Source: an optimization exercise on an open RTL-to-GDS flow (aim: small area, a short achievable clock period and few clock cycles per item). Production flows keep margins and buffers that such runs may drop. In this exercise RTL edits were held to simulation tests only and were not proved equivalent to the original.

Design sparse_matrix_mult, start of the top module:
module sparse_matrix_mult
(
  input  logic             clk,
  input  logic             rst_n,
  input  logic             in_valid_size,
  input  logic             in_size,
  input  logic             in_valid_a,
  input  logic [IDX_W-1:0] in_row_a,
  input  logic [IDX_W-1:0] in_col_a,
  input  logic [VAL_W-1:0] in_val_a,
  input  logic             in_valid_b,
  input  logic [IDX_W-1:0] in_row_b,
  input  logic [IDX_W-1:0] in_col_b,
  input  logic [VAL_W-1:0] in_val_b,
  output logic             out_valid,
  output logic [IDX_W-1:0] out_row,
  output logic [IDX_W-1:0] out_col,
  output logic [OUT_W-1:0] out_val
);
Size in the first run: roughly 3,000 cells after synthesis, ~350 flip-flops, roughly 54 I/O pins.
clock: 60.0 ns
lec_check: 0
abc_area: 1
cap_margin: 20
core_margin: 2
core_utilization: 45
cts_cluster_diameter: 100
cts_cluster_size: 20
place_density: 0.6
slew_margin: 20
standard.sh (not shown) runs the stock make flow with config.mk's settings and CLKGATE_MAP_FILE= SYNTH_SCRIPT=/design/flow/synth_recipe.tcl, a recipe that flattens the netlist after the stock synthesis.
==> flow/flow/run.sh <==
#!/bin/bash
# The standard layout (standard.sh: the standard flow's synthesis and ORFS flow, unchanged
# scripts), with two optimisation knobs passed to ORFS's make:
#  - port buffers use buf_2 instead of the resizer's default pick (a slow
#    delay buffer), so input and output paths are not held back by them;
#  - repair_timing aims for 47.3 ns of setup slack on the 60 ns clock, so it
#    upsizes/buffers the few paths that are slower than the I/O paths anyway.
# The clock period and the SDC are the design's; nothing else changes.
set -euo pipefail
bash standard.sh SETUP_SLACK_MARGIN=47.3 'BUFFER_PORTS_ARGS=-buffer_cell sky130_fd_sc_hd__buf_2' finish > layout.log 2>&1
Testbench counts at the start, summed over its fixed seeds: cycles 14,413, jobs 800.
Rerun with:
--- a/flow/flow/run.sh
+++ b/flow/flow/run.sh
@@ -5,3 +5,3 @@
 #    delay buffer), so input and output paths are not held back by them;
-#  - repair_timing aims for 47.3 ns of setup slack on the 60 ns clock, so it
+#  - repair_timing aims for 46.9 ns of setup slack on the 60 ns clock, so it
 #    upsizes/buffers the few paths that are slower than the I/O paths anyway.
@@ -9,2 +9,2 @@
 set -euo pipefail
-bash standard.sh SETUP_SLACK_MARGIN=47.3 'BUFFER_PORTS_ARGS=-buffer_cell sky130_fd_sc_hd__buf_2' finish > layout.log 2>&1
+bash standard.sh SETUP_SLACK_MARGIN=46.9 'BUFFER_PORTS_ARGS=-buffer_cell sky130_fd_sc_hd__buf_2' finish > layout.log 2>&1
- CORE_UTILIZATION: 45 -> 60
- PLACE_DENSITY: 0.6 -> 0.75
The new run went through all stages and came out clean.
Cell area fell by 3.0%.
Fmax is about the same.
Routed wire length fell by 4.5%.
Final cell count came out lower by 6.5%.
Hold slack is about the same.
Global-route usage came out higher by 8.9 points.
Worst setup slack improved by 9.0 ps.
Rerun with:
--- a/flow/flow/run.sh
+++ b/flow/flow/run.sh
@@ -5,3 +5,3 @@
 #    delay buffer), so input and output paths are not held back by them;
-#  - repair_timing aims for 46.9 ns of setup slack on the 60 ns clock, so it
+#  - repair_timing aims for 46.5 ns of setup slack on the 60 ns clock, so it
 #    upsizes/buffers the few paths that are slower than the I/O paths anyway.
@@ -9,2 +9,2 @@
 set -euo pipefail
-bash standard.sh SETUP_SLACK_MARGIN=46.9 'BUFFER_PORTS_ARGS=-buffer_cell sky130_fd_sc_hd__buf_2' finish > layout.log 2>&1
+bash standard.sh SETUP_SLACK_MARGIN=46.5 'BUFFER_PORTS_ARGS=-buffer_cell sky130_fd_sc_hd__buf_2' finish > layout.log 2>&1
- CORE_UTILIZATION: 60 -> 45
- PLACE_DENSITY: 0.75 -> 0.6
=> Routed wire length rose by a few percent. Global-route usage fell by 9.5 points. Non-clock buffer count fell by 12. Hold slack degrades by 24 ps. Cell count rose by a few percent.
Rerun with:
--- a/flow/flow/run.sh
+++ b/flow/flow/run.sh
@@ -5,3 +5,3 @@
 #    delay buffer), so input and output paths are not held back by them;
-#  - repair_timing aims for 46.5 ns of setup slack on the 60 ns clock, so it
+#  - repair_timing aims for 46.9 ns of setup slack on the 60 ns clock, so it
 #    upsizes/buffers the few paths that are slower than the I/O paths anyway.
@@ -9,2 +9,2 @@
 set -euo pipefail
-bash standard.sh SETUP_SLACK_MARGIN=46.5 'BUFFER_PORTS_ARGS=-buffer_cell sky130_fd_sc_hd__buf_2' finish > layout.log 2>&1
+bash standard.sh SETUP_SLACK_MARGIN=46.9 'BUFFER_PORTS_ARGS=-buffer_cell sky130_fd_sc_hd__buf_2' finish > layout.log 2>&1
- CAP_MARGIN: 20 -> 0
- SLEW_MARGIN: 20 -> 0
The new run produced a clean layout.
Sequential share of layout area is lower by 0.17 points.
Critical path depth fell by 6.
Via count is about the same.
Cell area increases by 0.50%.
Worst setup slack is better by 310 ps.
Global-route usage rose by 1.4 points.
Register-to-register slack is better by 300 ps.

-- what the ideal ports hide --
Ports are ideal in the flow. The routed layouts listed here were re-timed in OpenROAD.
Step 1 (the two cells are an assumption about what drives the block):
set clk [get_ports {clk}]
set_driving_cell -lib_cell sky130_fd_sc_hd__clkbuf_16 $clk
set_driving_cell -lib_cell sky130_fd_sc_hd__buf_2 [delete_from_list [all_inputs] $clk]
Step 2 times the ports against the registers' clock, not the clock port: input delays grow and output delays shrink by t, the midpoint of the rising clock arrivals with the driver on.
Slacks: ideal / step 1 / step 2; pairs: ideal / step 1.
run | shift t [ns] | slack for setup (ns) | worst setup path at the end | worst data-port slew with drivers (ns)
the first run | 0.644 | 46.908 / 46.847 / 46.553 | input to register | 0.06
the second run | 0.644 | 46.917 / 46.858 / 46.362 | input to register | 0.05
the third run | 0.635 | 46.617 / 46.664 / 46.029 | input to register | 0.07
the fourth run | 0.635 | 46.923 / 46.860 / 46.366 | input to register | 0.03
After both steps every run listed still meets setup and hold. The setup slack of the third run, which loses most, moves by +0.047 ns with the drivers and by -0.588 ns with both steps.
